What follows belongs to an exercise in optimizing a design on an open flow for small area, a short achievable clock period and few clock cycles per item; a production flow would make more cautious choices.
In this exercise RTL edits were held to simulation tests only and were not proved equivalent to the original.
Power figures rest on the tool's default switching activity, not on a simulated workload. The flow treats the clock pin as an ideal source, which a real chip does not have.

==> flow/design.v (excerpt) <==
module mx_block_sequencer #(
  parameter int BLOCK_SIZE = 32,
  parameter int DATA_W     = 32,
  parameter int EXP_W      = 8
) (
  input  logic                          clk,
  input  logic                          rst,
  input  logic                          in_valid,
  output logic                          in_ready,
  input  logic [DATA_W-1:0]             in_data,
  input  logic                          flush,
  output logic                          out_valid,
  input  logic                          out_ready,
  output logic [DATA_W-1:0]             out_data,
  output logic [EXP_W-1:0]              out_scale,
  output logic                          out_last,
  output logic [$clog2(BLOCK_SIZE)-1:0] out_idx
);
Size in the first run: about 1700 cells after synthesis, ~1200 flip-flops, about 27000 um2 of cells after synthesis.
==> flow/config.mk <==
export PLATFORM = sky130hd
export DESIGN_NAME = mx_block_sequencer
export DESIGN_NICKNAME = mx_block_sequencer
export VERILOG_FILES = /design/flow/design.v
export SDC_FILE = /design/flow/constraint.sdc
export NUM_CORES = 4
export LEC_CHECK = 0
export CAP_MARGIN = 20
export CORE_MARGIN = 2
export CORE_UTILIZATION = 80
export CTS_BUF_LIST = sky130_fd_sc_hd__clkbuf_8
export CTS_CLUSTER_DIAMETER = 60
export CTS_CLUSTER_SIZE = 20
export PLACE_DENSITY = 0.88
export SETUP_SLACK_MARGIN = 3.0
export SLEW_MARGIN = 20
==> flow/constraint.sdc <==
create_clock -name core_clock -period 5.0 [get_ports {clk}]
set_input_delay 1.0000 -clock core_clock [delete_from_list [all_inputs] [get_ports {clk}]]
set_output_delay 1.0000 -clock core_clock [all_outputs]
set_load 0.01 [all_outputs]
run.sh (not shown) runs the stock make flow with config.mk's settings and CLKGATE_MAP_FILE= SYNTH_SCRIPT=/design/flow/synth_recipe.tcl, a recipe that flattens the netlist after the stock synthesis.
The starting point never finished: it broke off in clock tree synthesis on DPL-0033.
Testbench counts at the start, summed over its fixed seeds: cycles 16,656, items 16,384.
Edit:
--- a/flow/config.mk
+++ b/flow/config.mk
@@ -8,9 +8,9 @@
 export CAP_MARGIN = 20
 export CORE_MARGIN = 2
-export CORE_UTILIZATION = 80
+export CORE_UTILIZATION = 50
 export CTS_BUF_LIST = sky130_fd_sc_hd__clkbuf_8
 export CTS_CLUSTER_DIAMETER = 60
 export CTS_CLUSTER_SIZE = 20
-export PLACE_DENSITY = 0.88
-export SETUP_SLACK_MARGIN = 3.0
+export PLACE_DENSITY = 0.6
+export SETUP_SLACK_MARGIN = 2.8
 export SLEW_MARGIN = 20
=> The changed run ran to the end with no violations. Synthesized cell count does not change. Synthesized area does not change.
Edit:
--- a/flow/config.mk
+++ b/flow/config.mk
@@ -13,4 +13,4 @@
 export CTS_CLUSTER_SIZE = 20
 export PLACE_DENSITY = 0.6
-export SETUP_SLACK_MARGIN = 2.8
+export SETUP_SLACK_MARGIN = 3.0
 export SLEW_MARGIN = 20
Outcome: The changed run ran to the end with no violations. Total power goes up by 0.43%. Final area increases by 1.3%. Wire length climbs by 6.2%. Die area is unchanged. Global-route usage is higher by 0.65 points. First-iteration DRC count grows by 13%. Clock-buffer cell count came out higher by 1. Cell count grows by 0.79%. Via count went up by 1.7%.
Edit:
--- a/flow/config.mk
+++ b/flow/config.mk
@@ -8,9 +8,9 @@
 export CAP_MARGIN = 20
 export CORE_MARGIN = 2
-export CORE_UTILIZATION = 50
+export CORE_UTILIZATION = 72
 export CTS_BUF_LIST = sky130_fd_sc_hd__clkbuf_8
 export CTS_CLUSTER_DIAMETER = 60
 export CTS_CLUSTER_SIZE = 20
-export PLACE_DENSITY = 0.6
+export PLACE_DENSITY = 0.82
 export SETUP_SLACK_MARGIN = 3.0
 export SLEW_MARGIN = 20
Power rises slightly.
Routed wire length climbs by about a fifth.
Clock power went down slightly.
Design area is lower slightly.
Worst setup slack improved by 0.022 ns.
Clock skew came out higher by 0.0060 ns.
Die area drops by a quarter to a third.
Global-route usage is higher by 9.0 points.
Worst hold slack improved by 0.0037 ns.
Edit:
--- a/flow/config.mk
+++ b/flow/config.mk
@@ -8,9 +8,9 @@
 export CAP_MARGIN = 20
 export CORE_MARGIN = 2
-export CORE_UTILIZATION = 72
+export CORE_UTILIZATION = 50
 export CTS_BUF_LIST = sky130_fd_sc_hd__clkbuf_8
 export CTS_CLUSTER_DIAMETER = 60
 export CTS_CLUSTER_SIZE = 20
-export PLACE_DENSITY = 0.82
-export SETUP_SLACK_MARGIN = 3.0
+export PLACE_DENSITY = 0.6
+export SETUP_SLACK_MARGIN = 3.2
 export SLEW_MARGIN = 20
After rerunning: Total power shrinks by 0.54%; cell count came out higher by 8.0%; wire length falls by 13%; area after synthesis does not change; setup slack got worse by 0.011 ns; utilization came out lower by 24 points; clock skew goes up by 0.0082 ns; worst hold slack is about the same; critical path depth is unchanged; register-to-register slack gains 0.12 ns; combinational power is about the same.


rev 12:
Another version of the RTL of mx_block_sequencer (not shown whole).
Size in the first run: roughly 1,200 flip-flops, roughly 85 I/O pins, roughly 27,000 um2 of cells after synthesis.
Design mx_block_sequencer, start of the top module:
module mx_block_sequencer #(
  parameter int BLOCK_SIZE = 32,
  parameter int DATA_W     = 32,
  parameter int EXP_W      = 8
) (
  input  logic                          clk,
  input  logic                          rst,
  input  logic                          in_valid,
  output logic                          in_ready,
  input  logic [DATA_W-1:0]             in_data,
  input  logic                          flush,
  output logic                          out_valid,
  input  logic                          out_ready,
  output logic [DATA_W-1:0]             out_data,
  output logic [EXP_W-1:0]              out_scale,
  output logic                          out_last,
  output logic [$clog2(BLOCK_SIZE)-1:0] out_idx
);
export LEC_CHECK = 0
export CAP_MARGIN = 20
export CORE_MARGIN = 2
export CORE_UTILIZATION = 65
export CTS_BUF_LIST = sky130_fd_sc_hd__clkbuf_8
export CTS_CLUSTER_DIAMETER = 60
export CTS_CLUSTER_SIZE = 20
export PLACE_DENSITY = 0.75
export SETUP_SLACK_MARGIN = 3.0
export SLEW_MARGIN = 20
create_clock -name core_clock -period 5.0 [get_ports {clk}]
Testbench counts of rev 12, summed over its fixed seeds: cycles 16,656, items 16,384.
diff inputs: rev 12 => rev 13
==> flow/flow/run.sh (new file) <==
#!/bin/bash
# Standard layout (the standard.sh, with its unchanged synthesis), except that clock tree
# synthesis builds the tree from clkbuf_16 cells over clusters of up to 30 flip-flops and adds
# no dummy loads, and the port buffers start as buf_2 cells. make's output goes to
# standard_flow.log here; each step's own log is under orfs/logs.
set -euo pipefail
export CTS_ARGS="-sink_clustering_enable -repair_clock_nets -sink_clustering_size 30 -sink_clustering_max_diameter 70 -buf_list sky130_fd_sc_hd__clkbuf_16 -dont_use_dummy_load"
export BUFFER_PORTS_ARGS="-buffer_cell sky130_fd_sc_hd__buf_2"
bash standard.sh > standard_flow.log 2>&1
==> flow/standard.sh (new file) <==
#!/bin/bash
# synth_recipe.tcl (not shown) runs the flow's synth.tcl, then flattens the netlist and writes it again
# the make line also repeats each setting of config.mk as NAME=value (left out here)
make -C /OpenROAD-flow-scripts/flow DESIGN_CONFIG=/design/flow/config.mk WORK_HOME=/design/flow/orfs CLKGATE_MAP_FILE= SYNTH_SCRIPT=/design/flow/synth_recipe.tcl "${@:-finish}"
--- a/flow/config.mk
+++ b/flow/config.mk
@@ -6,4 +6,5 @@
 export NUM_CORES = 4
 export LEC_CHECK = 0
+export ABC_AREA = 1
 export CAP_MARGIN = 20
 export CORE_MARGIN = 2
@@ -12,5 +13,6 @@
 export CTS_CLUSTER_DIAMETER = 60
 export CTS_CLUSTER_SIZE = 20
-export PLACE_DENSITY = 0.75
+export GPL_ROUTABILITY_DRIVEN = 0
+export PLACE_DENSITY = 0.7
 export SETUP_SLACK_MARGIN = 3.0
 export SLEW_MARGIN = 20
removed: flow/run.sh
### Flow results
The final layout from rev 13, which completed every stage, passed the timing, design-rule and antenna checks at the end of the flow.
Against rev 12, rev 13 comes in 82 lower on via count.
Rev 12 → rev 13: worst-case setup margin in the final layout picked up an extra 0.073 ns, register fraction of the total cell area picked up an extra 0.44 points, routed length on met1 lost about 1.7%.

re-timing with driven ports:
The flow's constraints put no driver on any port. The routed layouts listed below were extracted and timed again, unchanged, in two steps. Step 1 sets driving cells, clkbuf_16 on the clock port and buf_2 on the other inputs (assumed; they add their load-dependent delay and slew). Step 2 adds t to the input delays and takes it off the output delays; t is the mean of the earliest and latest rising clock arrival at the registers after step 1. Input paths then give back, and output paths get back, about the clock's delay inside the block. Three values: no drivers, after step 1, after step 2; two values: the first two.
run	t (ns)	setup WS [ns]	worst hold slack (ns)	worst setup path at the end
the second run of note 1	0.686	2.780 / 2.783 / 2.124	0.312 / 0.312 / 0.312	input to register
the third run of note 1	0.703	2.815 / 2.759 / 2.328	0.313 / 0.313 / 0.313	input to register
the fourth run of note 1	0.704	2.837 / 2.783 / 2.261	0.317 / 0.317 / 0.317	input to register
the fifth run of note 1	0.714	2.825 / 2.771 / 2.346	0.318 / 0.318 / 0.318	input to register
rev 12	0.691	2.850 / 2.798 / 2.370	0.317 / 0.317 / 0.317	input to register
rev 13	0.629	2.922 / 2.864 / 2.488	0.272 / 0.272 / 0.272	input to register
After both steps setup and hold are still met in every run listed. The setup slack of the second run of note 1, which loses most, moves by +0.003 ns with the drivers and by -0.656 ns with both steps.
